Source: an optimization exercise on an open RTL-to-GDS flow (aim: small area and a short achievable clock period). Production flows keep margins and buffers that such runs may drop. Function was checked by simulation only, so behaviour that the tests miss may differ from the original. No driver is modelled on the clock port, so clocking that relies on it looks cheaper here than on a real chip.

willow:
## tnn_classifier
module tnn_classifier (
    input  logic                                         clk,
    input  logic                                         rst_n,
    input  tnn_pkg::feature_t [tnn_pkg::FEAT_CNT-1:0]    features,
    input  logic                                         features_valid,
    output logic [tnn_pkg::CLASS_BITS-1:0]               prediction,
    output logic                                         prediction_valid
);
==> flow/config.mk <==
export PLATFORM = sky130hd
export DESIGN_NAME = tnn_classifier
export DESIGN_NICKNAME = tnn_classifier
export VERILOG_FILES = /design/flow/design.v
export SDC_FILE = /design/flow/constraint.sdc
export NUM_CORES = 4
export LEC_CHECK = 0
export CAP_MARGIN = 20
export CORE_MARGIN = 2
export CORE_UTILIZATION = 40
export SLEW_MARGIN = 20
export SYNTH_HIERARCHICAL = 1
==> flow/constraint.sdc <==
create_clock -name core_clock -period 22.0 [get_ports {clk}]
set_input_delay 4.4000 -clock core_clock [delete_from_list [all_inputs] [get_ports {clk}]]
set_output_delay 4.4000 -clock core_clock [all_outputs]
set_load 0.01 [all_outputs]
standard.sh (not shown) runs the stock make flow with config.mk's settings and CLKGATE_MAP_FILE= SYNTH_SCRIPT=/design/flow/synth_recipe.tcl, a recipe that flattens the netlist after the stock synthesis.
==> flow/flow/run.sh <==
#!/bin/bash
# Own layout flow: the standard flow (standard.sh, standard synthesis
# unchanged) with two changes:
#  - ports are buffered with buf_1 cells instead of the default choice;
#  - after clock-tree synthesis, post_cts.tcl delays the clock of the h_q
#    and a_q registers: useful skew between internal pipeline stages only
#    (the input register x_q and the output registers keep the tree's clock).
# make's full output goes to flow_make.log here; ORFS keeps each step's log
# under orfs/logs.
set -euo pipefail
here=$(pwd)
export BUFFER_PORTS_ARGS="-buffer_cell sky130_fd_sc_hd__buf_1"
export POST_CTS_TCL="$here/flow/post_cts.tcl"
bash standard.sh > "$here/flow_make.log" 2>&1
Other scripts of this flow, unchanged in this note and not shown: flow/flow/post_cts.tcl, flow/flow/skew.tcl
Changes in harbor relative to willow:
--- a/flow/config.mk
+++ b/flow/config.mk
@@ -8,5 +8,6 @@
 export CAP_MARGIN = 20
 export CORE_MARGIN = 2
-export CORE_UTILIZATION = 40
+export CORE_UTILIZATION = 65
+export PLACE_DENSITY = 0.75
 export SLEW_MARGIN = 20
 export SYNTH_HIERARCHICAL = 1
### Flow results
- | sequential fraction of total cell area | harbor vs willow | 0.18 points higher |
- Die span in y in harbor is 21% lower than in willow
- Compared with willow, die span in x in harbor decreased by more than 10%.
- harbor reports a lower cell area than willow does.
- Delta (harbor minus willow): routed length per placed instance rose by 19%.
- | final cycle utilization of the critical path | willow vs harbor | ≈ equal |

---

Setup of 06-13:
Another version of the RTL of tnn_classifier (not shown whole).
Size in the first run: about 1800 cells after synthesis, roughly 0.024 mm^2 of cells after synthesis.
Settings: LEC_CHECK=0, CAP_MARGIN=20, CORE_MARGIN=2, CORE_UTILIZATION=65, HOLD_SLACK_MARGIN=0.05, PLACE_DENSITY=0.75, SLEW_MARGIN=20, SYNTH_HIERARCHICAL=1; clock period 22.0 ns.
==> flow/flow/run.sh <==
#!/bin/bash
# Own layout flow: the standard flow (standard.sh, standard synthesis
# unchanged) with two changes:
#  - ports are buffered with buf_1 cells instead of the default choice;
#  - after clock-tree synthesis, post_cts.tcl delays the clock of the h_q,
#    a_q and m_q registers: useful skew between internal pipeline stages
#    only (the input register x_q and the output registers keep the tree's
#    clock).
# make's full output goes to flow_make.log here; ORFS keeps each step's log
# under orfs/logs.
set -euo pipefail
here=$(pwd)
export BUFFER_PORTS_ARGS="-buffer_cell sky130_fd_sc_hd__buf_1"
export POST_CTS_TCL="$here/flow/post_cts.tcl"
bash standard.sh > "$here/flow_make.log" 2>&1
Other scripts of this flow, unchanged in this note and not shown: flow/flow/post_cts.tcl, flow/flow/skew.tcl
06-13 has completed all stages; timing, DRC and antenna checks passed.
#### Input delta (10-26 over 06-13)
-- flow/config.mk --
<<< 06-13, line 10
export CORE_UTILIZATION = 65
>>> 10-26, line 10
export CORE_UTILIZATION = 40
<<< 06-13, line 12
export PLACE_DENSITY = 0.75
>>> 10-26, line 12
==> run notes <==
- Both conditions hold for 10-26: the flow ran to the end and the final layout passed the timing, design-rule and antenna checks.
- In 10-26, the final design utilization came out 26 points below the value in 06-13.
- Global-route usage for 10-26 is lower than for 06-13.
- Re max-cap violation count: no difference whatsoever between 10-26 and 06-13.
- Looking at post-route fraction of the period consumed by the critical path, 10-26 sits 0.39 points below 06-13.
- Looking at minimum hold slack across both flows, 10-26 is the stronger of the two, with 06-13 trailing.
- The run showing the smaller post-route cell area is 06-13.
- Compared to 06-13, 10-26 has required time reported for the critical path endpoint 6.07 ns lower.

-- afterwards: timing with drivers on the ports --
How much do the figures lean on ideal ports? The routed layouts below were timed once more, with nothing changed but the port constraints. Step 1 (the two cells are an assumption about what drives the block):
set clk [get_ports {clk}]
set_driving_cell -lib_cell sky130_fd_sc_hd__clkbuf_16 $clk
set_driving_cell -lib_cell sky130_fd_sc_hd__buf_2 [delete_from_list [all_inputs] $clk]
Step 2, shift: input delay + t, output delay - t, t = (earliest + latest rising clock arrival at the registers) / 2. This alone moves slack from input paths to output paths. a / b / c = ideal ports / drivers / drivers and shift; a / b = the first two.
run | t (ns) | setup slack, ns | worst setup path after step 2 | clock arrival spread, ns | slew at the worst register clock pin (ns) | worst slew at a driven data input, ns
willow | 1.000 | 16.158 / 16.158 / 16.158 | register to register | 0.946 / 0.945 | 0.10 / 0.10 | 0.04
harbor | 0.979 | 16.171 / 16.171 / 16.171 | register to register | 0.913 / 0.913 | 0.11 / 0.11 | 0.05
06-13 | 1.143 | 16.518 / 16.518 / 16.518 | register to register | 1.308 / 1.309 | 0.09 / 0.09 | 0.05
10-26 | 1.227 | 16.603 / 16.541 / 16.645 | register to register | 1.348 / 1.348 | 0.09 / 0.09 | 0.05
Clock arrivals are far apart in every run listed, so t is only a midpoint there and step 2 fits no single register.
